Source: an optimization exercise on an open RTL-to-GDS flow (aim: small area). Production flows keep margins and buffers that such runs may drop.

==> exp/amber <==
==> flow/design.v <==
package avalon_flit_bridge_mc_pkg;
  localparam logic [2:0] REG_STATUS  = 3'd0;
  localparam logic [2:0] REG_TX_DATA = 3'd1;
  localparam logic [2:0] REG_RX_DATA = 3'd2;
  localparam logic [2:0] REG_IRQ_EN  = 3'd3;
  localparam logic [2:0] REG_CH_SEL  = 3'd4;
  localparam logic [2:0] REG_COUNT   = 3'd5;
  localparam logic [2:0] REG_DROPS   = 3'd6;
  localparam logic [2:0] REG_CLEAR   = 3'd7;
  localparam int STAT_RX_NE_LSB = 0;
  localparam int STAT_TX_NF_LSB = 8;
  localparam int STAT_UNDERFLOW = 16;
  localparam int STAT_OVERFLOW  = 17;
  localparam int CLEAR_STICKY_BIT = 0;
  localparam int CLEAR_FLUSH_BIT  = 1;
  localparam logic [15:0] DROPS_MAX = 16'hFFFF;
endpackage
module flit_fifo #(
  parameter int W       = 32,
  parameter int DEPTH   = 8,
  parameter bit KEEP_WR = 1'b0
) (
  input  logic                     CLK,
  input  logic                     RST,
  input  logic                     enq,
  input  logic [W-1:0]             enq_data,
  input  logic                     deq,
  input  logic                     flush,
  input  logic [DEPTH-1:0]         wr_oh_ext,
  output logic [DEPTH*W-1:0]       mem_flat,
  output logic [DEPTH-1:0]         rd_oh,
  output logic [$clog2(DEPTH)-1:0] ptr,
  output logic                     full,
  output logic                     empty,
  output logic [$clog2(DEPTH):0]   count
);
  localparam int AW = $clog2(DEPTH);
  logic [W-1:0]     mem [DEPTH];
  logic [AW-1:0]    ptr_q;    
  logic [AW:0]      cnt;
  logic [DEPTH-1:0] wr_oh;
  logic             do_enq;
  logic             do_deq;
  assign empty = (cnt == '0);
  assign full  = cnt[AW];
  assign count = cnt;
  assign ptr   = ptr_q;
  assign do_deq = deq && !empty && !flush;
  assign do_enq = enq && (!full || do_deq) && !flush;
  always_comb begin
    for (int k = 0; k < DEPTH; k++) begin
      rd_oh[k] = !KEEP_WR && (ptr_q == AW'(k));
      wr_oh[k] = KEEP_WR ? (ptr_q == AW'(k)) : wr_oh_ext[k];
      mem_flat[k*W +: W] = mem[k];
    end
  end
  always_ff @(posedge CLK or posedge RST) begin
    if (RST) begin
      cnt <= '0;
    end else if (flush) begin
      cnt <= '0;
    end else begin
      if (do_enq && !do_deq)      cnt <= cnt + (AW+1)'(1);
      else if (!do_enq && do_deq) cnt <= cnt - (AW+1)'(1);
    end
  end
  always_ff @(posedge CLK) begin
    if (KEEP_WR ? do_enq : do_deq) ptr_q <= ptr_q + AW'(1);
  end
  always_ff @(posedge CLK) begin
    for (int k = 0; k < DEPTH; k++)
      if (do_enq && wr_oh[k]) mem[k] <= enq_data;
  end
endmodule
module avalon_flit_bridge_mc #(
  parameter int NUM_CH   = 4,
  parameter int FLIT_W   = 32,
  parameter int TX_DEPTH = 8,
  parameter int RX_DEPTH = 8
) (
  input  logic                       CLK,
  input  logic                       RST,
  input  logic [2:0]                 avs_address,
  input  logic                       avs_read,
  output logic [31:0]                avs_readdata,
  output logic                       avs_readdatavalid,
  input  logic                       avs_write,
  input  logic [31:0]                avs_writedata,
  output logic                       irq,
  output logic [NUM_CH*FLIT_W-1:0]   deq_flit,
  output logic [NUM_CH-1:0]          RDY_deq_flit,
  input  logic [NUM_CH-1:0]          EN_deq_flit,
  input  logic [NUM_CH*FLIT_W-1:0]   enq_flit,
  input  logic [NUM_CH-1:0]          EN_enq_flit,
  output logic [NUM_CH-1:0]          RDY_enq_flit
);
  localparam int TXA = $clog2(TX_DEPTH);
  localparam int RXA = $clog2(RX_DEPTH);
  localparam int TXC = TXA + 1;
  localparam int RXC = RXA + 1;
  logic [NUM_CH-1:0] tx_full, tx_empty, rx_full, rx_empty;
  logic [NUM_CH-1:0] tx_enq, rx_deq, flush, sel_mask;
  logic [TXC-1:0]    tx_count [NUM_CH];
  logic [RXC-1:0]    rx_count [NUM_CH];
  logic [TXA-1:0]    tx_rd_ptr [NUM_CH];
  logic [RXA-1:0]    rx_wr_ptr [NUM_CH];
  logic [TX_DEPTH*FLIT_W-1:0] tx_mem [NUM_CH];
  logic [RX_DEPTH*FLIT_W-1:0] rx_mem [NUM_CH];
  logic [TX_DEPTH-1:0] tx_rd_oh [NUM_CH];
  logic [TX_DEPTH-1:0] tx_wr_oh;
  logic [RX_DEPTH-1:0] rx_rd_oh;
  logic [1:0]        ch_sel;    
  logic [NUM_CH-1:0] irq_en;
  logic [15:0]       drops;
  logic              underflow, overflow;
  logic              rd_acc, wr_acc, tx_push_req, rx_pop_req, tx_drop, rd_rx;
  logic              sel_rx_empty, sel_tx_full, sel_core_deq;
  logic [TXC-1:0]    sel_tx_count;
  logic [RXC-1:0]    sel_rx_count;
  logic [TXA-1:0]    sel_tx_rd_ptr, sel_tx_wr_ptr;
  logic [RXA-1:0]    sel_rx_wr_ptr, sel_rx_rd_ptr;
  logic [31:0]       rd_mux, rx_rd;
  for (genvar i = 0; i < NUM_CH; i++) begin : g_ch
    flit_fifo #(.W(FLIT_W), .DEPTH(TX_DEPTH), .KEEP_WR(1'b0)) u_tx (
      .CLK       (CLK),
      .RST       (RST),
      .enq       (tx_enq[i]),
      .enq_data  (avs_writedata[FLIT_W-1:0]),
      .deq       (EN_deq_flit[i]),
      .flush     (flush[i]),
      .wr_oh_ext (tx_wr_oh),
      .mem_flat  (tx_mem[i]),
      .rd_oh     (tx_rd_oh[i]),
      .ptr       (tx_rd_ptr[i]),
      .full      (tx_full[i]),
      .empty     (tx_empty[i]),
      .count     (tx_count[i])
    );
    flit_fifo #(.W(FLIT_W), .DEPTH(RX_DEPTH), .KEEP_WR(1'b1)) u_rx (
      .CLK       (CLK),
      .RST       (RST),
      .enq       (EN_enq_flit[i]),
      .enq_data  (enq_flit[i*FLIT_W +: FLIT_W]),
      .deq       (rx_deq[i]),
      .flush     (flush[i]),
      .wr_oh_ext ('0),
      .mem_flat  (rx_mem[i]),
      .rd_oh     (),
      .ptr       (rx_wr_ptr[i]),
      .full      (rx_full[i]),
      .empty     (rx_empty[i]),
      .count     (rx_count[i])
    );
    always_comb begin
      deq_flit[i*FLIT_W +: FLIT_W] = '0;
      for (int k = 0; k < TX_DEPTH; k++)
        deq_flit[i*FLIT_W +: FLIT_W] |= tx_mem[i][k*FLIT_W +: FLIT_W] & {FLIT_W{tx_rd_oh[i][k]}};
    end
  end
  assign RDY_deq_flit = ~tx_empty;
  assign RDY_enq_flit = ~rx_full;
  assign rd_acc = avs_read;
  assign wr_acc = avs_write && !avs_read;
  always_comb begin
    sel_mask      = '0;
    sel_rx_empty  = 1'b1;
    sel_tx_full   = 1'b0;
    sel_core_deq  = 1'b0;
    sel_tx_count  = '0;
    sel_rx_count  = '0;
    sel_tx_rd_ptr = '0;
    sel_rx_wr_ptr = '0;
    for (int i = 0; i < NUM_CH; i++) begin
      if (ch_sel == 2'(i)) begin
        sel_mask[i]   = 1'b1;
        sel_rx_empty  = rx_empty[i];
        sel_tx_full   = tx_full[i];
        sel_core_deq  = EN_deq_flit[i];
        sel_tx_count  = tx_count[i];
        sel_rx_count  = rx_count[i];
        sel_tx_rd_ptr = tx_rd_ptr[i];
        sel_rx_wr_ptr = rx_wr_ptr[i];
      end
    end
  end
  assign sel_tx_wr_ptr = sel_tx_rd_ptr + sel_tx_count[TXA-1:0];
  assign sel_rx_rd_ptr = sel_rx_wr_ptr - sel_rx_count[RXA-1:0];
  always_comb begin
    for (int k = 0; k < TX_DEPTH; k++) tx_wr_oh[k] = (sel_tx_wr_ptr == TXA'(k));
    for (int k = 0; k < RX_DEPTH; k++) rx_rd_oh[k] = (sel_rx_rd_ptr == RXA'(k));
  end
  assign tx_push_req = wr_acc && (avs_address == avalon_flit_bridge_mc_pkg::REG_TX_DATA);
  assign rx_pop_req  = rd_acc && (avs_address == avalon_flit_bridge_mc_pkg::REG_RX_DATA);
  assign tx_enq      = tx_push_req ? sel_mask : '0;
  assign rx_deq      = rx_pop_req  ? sel_mask : '0;
  assign flush       = (wr_acc && (avs_address == avalon_flit_bridge_mc_pkg::REG_CLEAR) && avs_writedata[avalon_flit_bridge_mc_pkg::CLEAR_FLUSH_BIT])
                       ? sel_mask : '0;
  assign tx_drop     = tx_push_req && sel_tx_full && !sel_core_deq;
  assign rd_rx = (avs_address == avalon_flit_bridge_mc_pkg::REG_RX_DATA);
  always_comb begin
    rx_rd = '0;
    for (int i = 0; i < NUM_CH; i++)
      for (int k = 0; k < RX_DEPTH; k++)
        rx_rd |= rx_mem[i][k*FLIT_W +: FLIT_W]
                 & {FLIT_W{rd_rx && !sel_rx_empty && sel_mask[i] && rx_rd_oh[k]}};
  end
  always_comb begin
    rd_mux = rx_rd;
    case (avs_address)
      avalon_flit_bridge_mc_pkg::REG_STATUS: begin
        rd_mux[avalon_flit_bridge_mc_pkg::STAT_RX_NE_LSB +: NUM_CH] = ~rx_empty;
        rd_mux[avalon_flit_bridge_mc_pkg::STAT_TX_NF_LSB +: NUM_CH] = ~tx_full;
        rd_mux[avalon_flit_bridge_mc_pkg::STAT_UNDERFLOW]           = underflow;
        rd_mux[avalon_flit_bridge_mc_pkg::STAT_OVERFLOW]            = overflow;
      end
      avalon_flit_bridge_mc_pkg::REG_IRQ_EN:  rd_mux[NUM_CH-1:0] = irq_en;
      avalon_flit_bridge_mc_pkg::REG_CH_SEL:  rd_mux[2:0]        = {1'b0, ch_sel};
      avalon_flit_bridge_mc_pkg::REG_COUNT: begin
        rd_mux[7:0]  = 8'(sel_rx_count);
        rd_mux[15:8] = 8'(sel_tx_count);
      end
      avalon_flit_bridge_mc_pkg::REG_DROPS:   rd_mux[15:0]       = drops;
      default: ;
    endcase
  end
  always_ff @(posedge CLK or posedge RST) begin
    if (RST) begin
      ch_sel    <= '0;
      irq_en    <= '0;
      drops     <= '0;
      underflow <= 1'b0;
      overflow  <= 1'b0;
      irq       <= 1'b0;
    end else begin
      if (wr_acc) begin
        case (avs_address)
          avalon_flit_bridge_mc_pkg::REG_IRQ_EN: irq_en <= avs_writedata[NUM_CH-1:0];
          avalon_flit_bridge_mc_pkg::REG_CH_SEL: if (avs_writedata < 32'(NUM_CH)) ch_sel <= avs_writedata[1:0];
          avalon_flit_bridge_mc_pkg::REG_DROPS:  drops <= '0;
          avalon_flit_bridge_mc_pkg::REG_CLEAR: begin
            if (avs_writedata[avalon_flit_bridge_mc_pkg::CLEAR_STICKY_BIT]) begin
              underflow <= 1'b0;
              overflow  <= 1'b0;
            end
          end
          default: ;
        endcase
      end
      if (tx_drop) begin
        overflow <= 1'b1;
        if (drops != avalon_flit_bridge_mc_pkg::DROPS_MAX) drops <= drops + 16'd1;
      end
      if (rx_pop_req && sel_rx_empty) underflow <= 1'b1;
      irq <= |(~rx_empty & irq_en);
    end
  end
  always_ff @(posedge CLK or posedge RST) begin
    if (RST) avs_readdatavalid <= 1'b0;
    else     avs_readdatavalid <= rd_acc;
  end
  always_ff @(posedge CLK) avs_readdata <= rd_mux;
endmodule
==> flow/flow/run.sh <==
#!/bin/bash
# ORFS layout as standard.sh runs it, with three changes:
#  - synthesis maps the logic with an area-oriented ABC script (same registers),
#  - port buffers use the smallest buffer cell,
#  - CTS uses larger sink clusters and no dummy loads,
#  - placement and routing repair buffer with the smaller buffer cells only.
set -euo pipefail
rm -rf scripts_area
cp -r "$FLOW_HOME/scripts" scripts_area
cp flow/abc_speed.script scripts_area/abc_speed.script
export BUFFER_PORTS_ARGS="-buffer_cell sky130_fd_sc_hd__buf_1"
export CTS_ARGS="-sink_clustering_enable -repair_clock_nets -dont_use_dummy_load -sink_clustering_size 16 -sink_clustering_max_diameter 60 -buf_list sky130_fd_sc_hd__clkbuf_8"
SCRIPTS_DIR="$PWD/scripts_area" bash standard.sh synth > synth.log 2>&1
export DONT_USE_CELLS="sky130_fd_sc_hd__buf_4 sky130_fd_sc_hd__buf_6 sky130_fd_sc_hd__buf_8 sky130_fd_sc_hd__buf_12 sky130_fd_sc_hd__buf_16 sky130_fd_sc_hd__clkbuf_4 sky130_fd_sc_hd__clkbuf_16"
bash standard.sh > standard.log 2>&1
==> flow/flow/abc_speed.script <==
&get -n
&st
&syn2
&dch
&nf -R 1000 -p
&put
==> flow/standard.sh <==
#!/bin/bash
# synth_recipe.tcl (not shown) runs the flow's synth.tcl, then flattens the netlist and writes it again
# the make line also repeats each setting of config.mk as NAME=value (left out here)
make -C /OpenROAD-flow-scripts/flow DESIGN_CONFIG=/design/flow/config.mk WORK_HOME=/design/flow/orfs CLKGATE_MAP_FILE= SYNTH_SCRIPT=/design/flow/synth_recipe.tcl "${@:-finish}"
==> flow/config.mk <==
export PLATFORM = sky130hd
export DESIGN_NAME = avalon_flit_bridge_mc
export DESIGN_NICKNAME = avalon_flit_bridge_mc
export VERILOG_FILES = /design/flow/design.v
export SDC_FILE = /design/flow/constraint.sdc
export NUM_CORES = 4
export LEC_CHECK = 0
export CAP_MARGIN = 20
export CORE_MARGIN = 2
export CORE_UTILIZATION = 65
export PLACE_DENSITY = 0.8
export SLEW_MARGIN = 20
==> flow/constraint.sdc <==
create_clock -name core_clock -period 5.5 [get_ports {CLK}]
set_input_delay 1.1000 -clock core_clock [delete_from_list [all_inputs] [get_ports {CLK}]]
set_output_delay 1.1000 -clock core_clock [all_outputs]
set_load 0.01 [all_outputs]
==> exp/harbor (differences from exp/amber) <==
==> flow/flow/run.sh (replaced) <==
#!/bin/bash
# ORFS layout as standard.sh runs it, with these changes:
#  - synthesis maps the logic with an area-oriented ABC script and lets ABC
#    map the small adders too (no adder cells); the registers are unchanged,
#  - port buffers use the smallest buffer cell,
#  - CTS uses larger sink clusters and no dummy loads.
set -euo pipefail
rm -rf scripts_area
cp -r "$FLOW_HOME/scripts" scripts_area
cp flow/abc_speed.script scripts_area/abc_speed.script
export BUFFER_PORTS_ARGS="-buffer_cell sky130_fd_sc_hd__buf_1"
export CTS_ARGS="-sink_clustering_enable -repair_clock_nets -dont_use_dummy_load -sink_clustering_size 16 -sink_clustering_max_diameter 60 -buf_list sky130_fd_sc_hd__clkbuf_8"
ADDER_MAP_FILE= SCRIPTS_DIR="$PWD/scripts_area" bash standard.sh synth > synth.log 2>&1
bash standard.sh > standard.log 2>&1
==> flow/flow/abc_speed.script (replaced) <==
&get -n
&st
&syn2
&dch -f
&nf -R 1000 -p -C 32
&put
Settings changed: CORE_UTILIZATION 65 to 40, PLACE_DENSITY 0.8 to unset.
==> impl_metrics.csv <==
group,metric,value,unit
setup_path,required,6250,ps
detailed_routing,wl_per_cell,35.83,microns
detailed_routing,vias_per_cell,7.490,
sta,hold_ws,425.9,ps
layout,n_all_buffers,542,
power_and_ir_drop,ir_worst_vdd,246.8,uV
sta,period_share,88.02,%
power_and_ir_drop,p_seq_share,60.2,%
detailed_routing,met2WireLength,103.0,mm
layout,nClkBuffers,160,
detailed_routing,drtIter0Drc,9155,
synth,syn_area,77430,sq um
synth,synth.area.mux_share,0.1971,%
layout,post_route_cells_drive_above_1_share,10.53,%
setup_path,crit_slowest_cell,"nor2_4",
setup_path,max_stage_delay,910,ps
outcome,run_status,"finished clean",
layout,inv_count,49,
die,die_w,349.2,microns
global_routing,grt_util_met3,10.90,%
That was exp/amber.
==> impl_metrics.csv <==
group,metric,value,unit
outcome,run_status,"finished clean",
setup_path,required,6320,ps
layout,n_all_buffers,529,
power_and_ir_drop,p_seq_share,64.0,%
detailed_routing,drtIter0Drc,7244,
global_routing,grt_util_met3,4.638,%
detailed_routing,wl_per_cell,33.27,microns
synth,synth.area.mux_share,0.1714,%
layout,inv_count,24,
setup_path,crit_slowest_cell,"a22oi_1",
layout,post_route_cells_drive_above_1_share,10.59,%
detailed_routing,met2WireLength,118.0,mm
power_and_ir_drop,ir_worst_vdd,284.4,uV
That was exp/harbor.
No functional check of the RTL was part of any run of this note.

-- static timing again, ports no longer ideal --
No port has a modelled driver above. Below, the same layouts with a new extraction and two added sets of constraints. Step 1: set_driving_cell puts a clkbuf_16 on CLK and a buf_2 on each other input, an assumption about the parent block. Step 2 adds t to the input delays and takes it off the output delays; t is the mean of the earliest and latest rising clock arrival at the registers after step 1. Input paths then give back, and output paths get back, about the clock's delay inside the block. Three values: no drivers, after step 1, after step 2; two values: the first two.
run	t, ns	setup WS [ns]	hold slack, ns	worst setup path at the end	pins driven straight from the clock port
exp/amber	0.921	0.659 / 0.659 / 0.659	0.426 / 0.423 / 0.520	register to register	1
exp/harbor	0.995	0.777 / 0.777 / 0.777	0.369 / 0.310 / 0.470	register to register	1
After both steps every run listed still meets setup and hold.
